From an optimization exercise on the open Yosys and OpenROAD flow, aimed at small area and a short achievable clock period; shortcuts taken in it are not production practice.
In this exercise RTL edits were held to simulation tests only and were not proved equivalent to the original.
No activity file was given, so power comes from the tool's default toggle rates.

==> flow/design.v (excerpt) <==
module lookahead_sw_alloc (
    input  wire           clk,
    input  wire           arst_n,
    input  wire [149:0]   req,
    input  wire [239:0]   age,
    input  wire [15:0]    credit_return_in,
    output wire [14:0]    sel_vc,
    output wire [14:0]    sel_pc,
    output wire [9:0]     vc_new,
    output wire [15:0]    credit_return_out,
    output wire [24:0]    uppv,
    output wire [3:0]     grant_new
);
Size in the first run: about 2,400 cells after synthesis, roughly 48 flip-flops.
make LEC_CHECK=0 ABC_AREA=1 CAP_MARGIN=20 CORE_MARGIN=2 CORE_UTILIZATION=40 SLEW_MARGIN=20 finish   # period 29.0 ns
run.sh (not shown) runs the stock make flow with config.mk's settings and CLKGATE_MAP_FILE= SYNTH_SCRIPT=/design/flow/synth_recipe.tcl, a recipe that flattens the netlist after the stock synthesis.
The baseline produced a clean layout.
==> next run, changes <==
==> flow/flow/run.sh (new file) <==
#!/bin/bash
# Standard layout, except that synthesis maps the logic with an area-first
# ABC script (flow/abc_min.script) in place of ORFS's. Everything else,
# registers included, is the standard synthesis and flow.
set -euo pipefail
W=$(pwd)
F=$W/flow
{
    echo "proc abc {args} {"
    echo "    set i [lsearch -exact \$args -script]"
    echo "    if {\$i >= 0} { lset args [expr {\$i + 1}] $F/abc_min.script }"
    echo "    yosys abc {*}\$args"
    echo "}"
    cat "$W/synth_recipe.tcl"
} > "$W/own_synth.tcl"
sed "s#SYNTH_SCRIPT=[^ ]*#SYNTH_SCRIPT=$W/own_synth.tcl#" "$W/standard.sh" > "$W/own_standard.sh"
bash "$W/own_standard.sh" synth > "$W/synth.log" 2>&1
bash "$W/own_standard.sh" > "$W/layout.log" 2>&1
==> flow/flow/abc_min.script (new file) <==
strash
&get -n
&dch -f
&nf -R 1000
&put
==> flow/standard.sh (new file) <==
#!/bin/bash
# synth_recipe.tcl (not shown) runs the flow's synth.tcl, then flattens the netlist and writes it again
# the make line also repeats each setting of config.mk as NAME=value (left out here)
make -C /OpenROAD-flow-scripts/flow DESIGN_CONFIG=/design/flow/config.mk WORK_HOME=/design/flow/orfs CLKGATE_MAP_FILE= SYNTH_SCRIPT=/design/flow/synth_recipe.tcl "${@:-finish}"
removed: flow/run.sh
- cell count goes down by about 40%
- register-to-register slack loses 0.55 ns
- critical path depth goes down by 16
- final area goes down by about 20%
- sequential cell count is unchanged
- non-clock buffer count goes up by 4
- sequential power goes up by about 10%
==> next run, changes <==
--- a/flow/flow/run.sh
+++ b/flow/flow/run.sh
@@ -16,2 +16,4 @@
 sed "s#SYNTH_SCRIPT=[^ ]*#SYNTH_SCRIPT=$W/own_synth.tcl#" "$W/standard.sh" > "$W/own_standard.sh"
+export SETUP_SLACK_MARGIN=9
+export BUFFER_PORTS_ARGS="-buffer_cell sky130_fd_sc_hd__buf_1"
 bash "$W/own_standard.sh" synth > "$W/synth.log" 2>&1
==> flow/flow/abc_min.script (replaced) <==
strash
&get -n
&dch -f
&nf -R 100
&put
buffer -c
upsize -c
dnsize -c
=>
- clock skew is about the same
- fmax went up by 20%
- count of clock-buffer cells in the layout went up by 1
- register-to-register slack gains 0.32 ns
- routed wire length went down by 1.8%
- via count went up by 2.5%
==> next run, changes <==
--- a/flow/flow/run.sh
+++ b/flow/flow/run.sh
@@ -16,3 +16,3 @@
 sed "s#SYNTH_SCRIPT=[^ ]*#SYNTH_SCRIPT=$W/own_synth.tcl#" "$W/standard.sh" > "$W/own_standard.sh"
-export SETUP_SLACK_MARGIN=9
+export SETUP_SLACK_MARGIN=10
 export BUFFER_PORTS_ARGS="-buffer_cell sky130_fd_sc_hd__buf_1"
What happened: The new run passed the timing, DRC and antenna checks. Die area does not change. Non-clock buffer count grows by 98. Design area goes up by 17%. Via count increases by 5.0%. Power is higher by about 18%. Fmax rose by about 1.2%. Utilization increases by 9.5 points. Wire length goes up by about 4%. Synthesized area does not change. Sequential cell count does not change. Setup slack improves by 0.24 ns.
==> next run, changes <==
--- a/flow/flow/run.sh
+++ b/flow/flow/run.sh
@@ -16,3 +16,2 @@
 sed "s#SYNTH_SCRIPT=[^ ]*#SYNTH_SCRIPT=$W/own_synth.tcl#" "$W/standard.sh" > "$W/own_standard.sh"
-export SETUP_SLACK_MARGIN=10
 export BUFFER_PORTS_ARGS="-buffer_cell sky130_fd_sc_hd__buf_1"
Flip-flop and latch count does not change.
Core utilization fell by 16 points.
Worst setup slack loses 2.4 ns.
Non-clock buffer count falls by 170.
Final area went down by about 24%.
Global-route usage shrinks by 1.5 points.
Routed wire length fell by 7.6%.
Final cell count came out lower by about 8%.

========
lookahead_sw_alloc again, from the RTL that the note above started with.
==> flow/design.v (excerpt) <==
module lookahead_sw_alloc (
    input  wire           clk,
    input  wire           arst_n,
    input  wire [149:0]   req,
    input  wire [239:0]   age,
    input  wire [15:0]    credit_return_in,
    output wire [14:0]    sel_vc,
    output wire [14:0]    sel_pc,
    output wire [9:0]     vc_new,
    output wire [15:0]    credit_return_out,
    output wire [24:0]    uppv,
    output wire [3:0]     grant_new
);
Settings: LEC_CHECK=0, ABC_AREA=1, CAP_MARGIN=20, CORE_MARGIN=2, CORE_UTILIZATION=65, SLEW_MARGIN=20; clock period 29.0 ns.
standard.sh (not shown) runs the stock make flow with config.mk's settings and CLKGATE_MAP_FILE= SYNTH_SCRIPT=/design/flow/synth_recipe.tcl, a recipe that flattens the netlist after the stock synthesis.
==> flow/flow/run.sh <==
#!/bin/bash
# Standard layout, except that synthesis maps the logic with an area-first
# ABC script (flow/abc_min.script) in place of ORFS's. Everything else,
# registers included, is the standard synthesis and flow.
set -euo pipefail
W=$(pwd)
F=$W/flow
{
    echo "proc abc {args} {"
    echo "    set i [lsearch -exact \$args -script]"
    echo "    if {\$i >= 0} { lset args [expr {\$i + 1}] $F/abc_min.script }"
    echo "    yosys abc {*}\$args"
    echo "}"
    cat "$W/synth_recipe.tcl"
} > "$W/own_synth.tcl"
sed "s#SYNTH_SCRIPT=[^ ]*#SYNTH_SCRIPT=$W/own_synth.tcl#" "$W/standard.sh" > "$W/own_standard.sh"
export SETUP_SLACK_MARGIN=8
export BUFFER_PORTS_ARGS="-buffer_cell sky130_fd_sc_hd__buf_1"
bash "$W/own_standard.sh" synth > "$W/synth.log" 2>&1
bash "$W/own_standard.sh" > "$W/layout.log" 2>&1
==> flow/flow/abc_min.script <==
strash
&get -n
&dch -f
&nf -R 100
&put
buffer -c
upsize -c
dnsize -c
The baseline aborted during I/O pin placement (3_2_place_iop) (PPL-0024).
Rerun with:
==> flow/flow/abc_min.script (replaced) <==
strash
&get -n
&dc2
&dch -f
&nf -R 100
&put
buffer -c
upsize -c
dnsize -c
--- a/flow/config.mk
+++ b/flow/config.mk
@@ -11 +11 @@
-export CORE_UTILIZATION = 65
+export CORE_UTILIZATION = 40
Outcome:
- With this change the flow completed without violations
- area after synthesis rose by about 2.4%
- synthesized cell count came out higher by about 9%

========
== the reference run ==
The RTL this note starts from:
==> flow/design.v <==
`default_nettype none
package sw_alloc_pkg;
    localparam int NUM_PORT     = 5;
    localparam int NUM_VC       = 6;
    localparam int BYPASS_VC    = 4;
    localparam int NUM_DS_VC    = NUM_VC - 2;
    localparam int NUM_NET_PORT = 4;
    localparam int LOCAL_PORT   = 4;
    localparam int TIME_WIDTH   = 8;
    localparam int BUFFER_DEPTH = 4;
    typedef logic [NUM_PORT-1:0] port_vec_t;
    typedef logic [$clog2(NUM_PORT+1)-1:0] pc_idx_t;
    localparam pc_idx_t NULL_PC = pc_idx_t'(NUM_PORT);
    typedef logic [$clog2(NUM_VC)-1:0] vc_idx_t;
    typedef logic [$clog2(NUM_DS_VC)-1:0] ds_vc_idx_t;
    typedef logic [NUM_DS_VC-1:0] ds_vc_vec_t;
    typedef logic [TIME_WIDTH-1:0] age_t;
    typedef logic [$clog2(BUFFER_DEPTH+1)-1:0] credit_t;
endpackage
`default_nettype wire
`timescale 1ns/1ns
`default_nettype none
module vc_arbiter (
    input  wire [29:0] req,       
    input  wire [47:0] age,       
    output wire [2:0]  sel_vc,
    output wire [7:0]  win_age,
    output wire [4:0]  win_req,
    output wire        byp        
);
    wire [5:0] cand [9];
    wire [5:0] hit  [8];
    wire [5:0] first;
    for (genvar v = 0; v < 6; v++) begin : g_act
        assign cand[8][v] = |req[v*5 +: 5];
    end
    for (genvar b = 7; b >= 0; b--) begin : g_bit
        for (genvar v = 0; v < 6; v++) begin : g_v
            assign hit[b][v] = cand[b+1][v] & age[v*8 + b];
        end
        assign win_age[b] = |hit[b];
        assign cand[b] = win_age[b] ? hit[b] : cand[b+1];
    end
    assign first[0] = cand[0][0];
    for (genvar v = 1; v < 6; v++) begin : g_first
        assign first[v] = cand[0][v] & ~|cand[0][v-1:0];
    end
    assign win_req = ({5{first[0]}} & req[ 0 +: 5]) | ({5{first[1]}} & req[ 5 +: 5])
                   | ({5{first[2]}} & req[10 +: 5]) | ({5{first[3]}} & req[15 +: 5])
                   | ({5{first[4]}} & req[20 +: 5]) | ({5{first[5]}} & req[25 +: 5]);
    assign sel_vc = {first[4] | first[5], first[2] | first[3], first[1] | first[3] | first[5]};
    assign byp    = first[4];
endmodule
`default_nettype wire
`timescale 1ns/1ns
`default_nettype none
module output_arbiter (
    input  wire [24:0] win_req,    
    input  wire [39:0] win_age,    
    input  wire [15:0] avail,      
    output wire [14:0] sel_pc,
    output wire [9:0]  vc_new,
    output wire [15:0] consume,
    output wire [24:0] gnt         
);
    function automatic logic age_ge(input logic [7:0] a, input logic [7:0] b);
        logic c;
        c = 1'b1;
        for (int k = 0; k < 8; k++) begin
            c = (a[k] & ~b[k]) | ((a[k] | ~b[k]) & c);
        end
        age_ge = c;
    endfunction
    wire beats [5][5];
    for (genvar i = 0; i < 5; i++) begin : g_cmp_i
        for (genvar j = 0; j < 5; j++) begin : g_cmp_j
            if (i < j) begin : g_lo
                assign beats[i][j] = age_ge(win_age[i*8 +: 8], win_age[j*8 +: 8]);
            end else if (i > j) begin : g_hi
                assign beats[i][j] = ~beats[j][i];
            end else begin : g_eq
                assign beats[i][j] = 1'b1;
            end
        end
    end
    for (genvar o = 0; o < 5; o++) begin : g_out
        wire [4:0] rq;
        wire       ok;
        wire       any;
        for (genvar i = 0; i < 5; i++) begin : g_rq
            assign rq[i] = win_req[i*5 + o];
        end
        if (o < 4) begin : g_net
            wire [3:0] av = avail[o*4 +: 4];
            assign ok = |av;
            assign vc_new[o*2 +: 2] = {~av[0] & ~av[1], ~av[0] & (av[1] | ~av[2])};
            assign consume[o*4 +: 4] = {4{any}} & {~|av[2:0] , av[2] & ~|av[1:0], av[1] & ~av[0], av[0]};
        end else begin : g_loc
            assign ok = 1'b1;
            assign vc_new[o*2 +: 2] = 2'd0;
        end
        for (genvar i = 0; i < 5; i++) begin : g_g
            wire [4:0] lose;
            for (genvar j = 0; j < 5; j++) begin : g_j
                if (j == i) begin : g_s
                    assign lose[j] = 1'b0;
                end else begin : g_o
                    assign lose[j] = rq[j] & beats[j][i];
                end
            end
            assign gnt[i*5 + o] = ok & rq[i] & ~|lose;
        end
        assign any = ok & |rq;
        assign sel_pc[o*3 +: 3] = {gnt[4*5+o] | ~any, gnt[2*5+o] | gnt[3*5+o], gnt[1*5+o] | gnt[3*5+o] | ~any};
    end
endmodule
`default_nettype wire
`timescale 1ns/1ns
`default_nettype none
module credit_tracker (
    input  wire clk,
    input  wire arst_n,
    input  wire consume,
    input  wire credit_return_in,
    output wire avail
);
    reg  [2:0] s;
    wire [2:0] s_d;
    wire       c = consume;
    wire       r = credit_return_in;
    assign s_d[0] = s[0] ^ c ^ r;
    assign s_d[1] = (s[1] & c) | s[2] | (s[1] & ~r) | (s[0] & c & ~r);
    assign s_d[2] = (s[2] & c) | (s[1] & c & ~r) | (s[2] & ~r) | (s[2] & ~s[0]);
    always @(posedge clk or negedge arst_n) begin
        if (!arst_n) begin
            s <= 3'b000;
        end else begin
            s <= s_d;
        end
    end
    assign avail = s[0] | ~s[2];
endmodule
`default_nettype wire
`timescale 1ns/1ns
`default_nettype none
module alloc_feedback (
    input  wire [24:0] win_req,    
    input  wire [24:0] gnt,        
    input  wire [3:0]  byp,        
    output wire [24:0] uppv,
    output wire [3:0]  grant_new
);
    assign uppv = win_req & ~gnt;
    for (genvar i = 0; i < 4; i++) begin : g_byp
        assign grant_new[i] = byp[i] & |gnt[i*5 +: 5];
    end
endmodule
`default_nettype wire
`timescale 1ns/1ns
`default_nettype none
module lookahead_sw_alloc (
    input  wire           clk,
    input  wire           arst_n,
    input  wire [149:0]   req,
    input  wire [239:0]   age,
    input  wire [15:0]    credit_return_in,
    output wire [14:0]    sel_vc,
    output wire [14:0]    sel_pc,
    output wire [9:0]     vc_new,
    output wire [15:0]    credit_return_out,
    output wire [24:0]    uppv,
    output wire [3:0]     grant_new
);
    wire [39:0] win_age;
    wire [24:0] win_req;
    wire [4:0]  byp;
    wire [15:0] avail;
    wire [24:0] gnt;
    for (genvar i = 0; i < 5; i++) begin : g_in
        vc_arbiter u_vc_arb (
            .req     (req[i*30 +: 30]),
            .age     (age[i*48 +: 48]),
            .sel_vc  (sel_vc[i*3 +: 3]),
            .win_age (win_age[i*8 +: 8]),
            .win_req (win_req[i*5 +: 5]),
            .byp     (byp[i])
        );
    end
    output_arbiter u_out_arb (
        .win_req (win_req),
        .win_age (win_age),
        .avail   (avail),
        .sel_pc  (sel_pc),
        .vc_new  (vc_new),
        .consume (credit_return_out),
        .gnt     (gnt)
    );
    for (genvar k = 0; k < 16; k++) begin : g_cred
        credit_tracker u_credit (
            .clk              (clk),
            .arst_n           (arst_n),
            .consume          (credit_return_out[k]),
            .credit_return_in (credit_return_in[k]),
            .avail            (avail[k])
        );
    end
    alloc_feedback u_feedback (
        .win_req   (win_req),
        .gnt       (gnt),
        .byp       (byp[3:0]),
        .uppv      (uppv),
        .grant_new (grant_new)
    );
endmodule
`default_nettype wire
==> flow/config.mk <==
export PLATFORM = sky130hd
export DESIGN_NAME = lookahead_sw_alloc
export DESIGN_NICKNAME = lookahead_sw_alloc
export VERILOG_FILES = /design/flow/design.v
export SDC_FILE = /design/flow/constraint.sdc
export NUM_CORES = 4
export LEC_CHECK = 0
export ABC_AREA = 1
export CAP_MARGIN = 20
export CORE_MARGIN = 2
export CORE_UTILIZATION = 40
export CTS_BUF_LIST = sky130_fd_sc_hd__clkbuf_8
export SLEW_MARGIN = 20
==> flow/constraint.sdc <==
create_clock -name core_clock -period 29.0 [get_ports {clk}]
set_input_delay 5.8000 -clock core_clock [delete_from_list [all_inputs] [get_ports {clk}]]
set_output_delay 5.8000 -clock core_clock [all_outputs]
set_load 0.01 [all_outputs]
==> flow/flow/abc_min.script <==
strash
&get -n
&dch -f
&nf -R 1000
&put
Scripts as last shown in full above: flow/flow/run.sh
Changes in the trial run relative to the reference run:
# the reference run
export LEC_CHECK = 0
export ABC_AREA = 1
export CAP_MARGIN = 20
export CORE_MARGIN = 2
export CORE_UTILIZATION = 40
export CTS_BUF_LIST = sky130_fd_sc_hd__clkbuf_8
export SLEW_MARGIN = 20
create_clock -name core_clock -period 29.0 [get_ports {clk}]
# the trial run
export LEC_CHECK = 0
export ABC_AREA = 1
export CAP_MARGIN = 20
export CORE_MARGIN = 2
export CORE_UTILIZATION = 40
export CTS_BUF_LIST = sky130_fd_sc_hd__clkbuf_8
export SLEW_MARGIN = 20
export TNS_END_PERCENT = 0
create_clock -name core_clock -period 29.0 [get_ports {clk}]
==> flow/flow/abc_min.script <==
strash
&get -n
&dch -f
&nf -R 100
&put
buffer -c
upsize -c
dnsize -c
Findings:
Going from the reference run to the trial run, post-synthesis instance total grew by a few percent. Between the reference run and the trial run, the number of multi-input logic gates does not differ in any meaningful way. Between the reference run and the trial run, the difference in final area is negligible. Compared the trial run against the reference run; largest stage delay on the critical path within noise. Looking at combinational fraction of design power, the trial run sits 0.3 points above the reference run. Compared with the reference run, the trial run degrades leakage power total.

## static timing again, ports no longer ideal
How much do the figures lean on ideal ports? The routed layouts below were timed once more, with nothing changed but the port constraints.
Step 1, drivers: a clkbuf_16 drives clk and a buf_2 each remaining input, both assumed.
Step 2, shift: input delay + t, output delay - t, t = (earliest + latest rising clock arrival at the registers) / 2. This alone moves slack from input paths to output paths.
Slacks: ideal ports / drivers / drivers and shift; pairs: ideal ports / drivers.
| run | t, ns | setup slack, ns | worst setup path at the end | clock arrival spread, ns |
|---|---|---|---|---|
| the first run of note 1 | 0.327 | 9.084 / 9.060 / 9.060 | input to output | 0.007 / 0.008 |
| the second run of note 1 | 0.325 | 5.370 / 5.342 / 5.342 | input to output | 0.006 / 0.007 |
| the third run of note 1 | 0.319 | 9.238 / 9.209 / 9.209 | input to output | 0.007 / 0.007 |
| the fourth run of note 1 | 0.325 | 9.480 / 9.435 / 9.435 | input to output | 0.006 / 0.006 |
| the fifth run of note 1 | 0.318 | 7.036 / 7.014 / 7.014 | input to output | 0.007 / 0.007 |
| the second run of note 2 | 0.337 | 8.439 / 8.413 / 8.413 | input to output | 0.013 / 0.013 |
| the reference run | 0.334 | 8.329 / 8.309 / 8.309 | input to output | 0.007 / 0.007 |
| the trial run | 0.337 | 8.347 / 8.324 / 8.324 | input to output | 0.007 / 0.007 |
After both steps setup and hold are still met in every run listed. The setup slack of the fourth run of note 1, which loses most, moves by -0.045 ns with the drivers and by -0.045 ns with both steps.
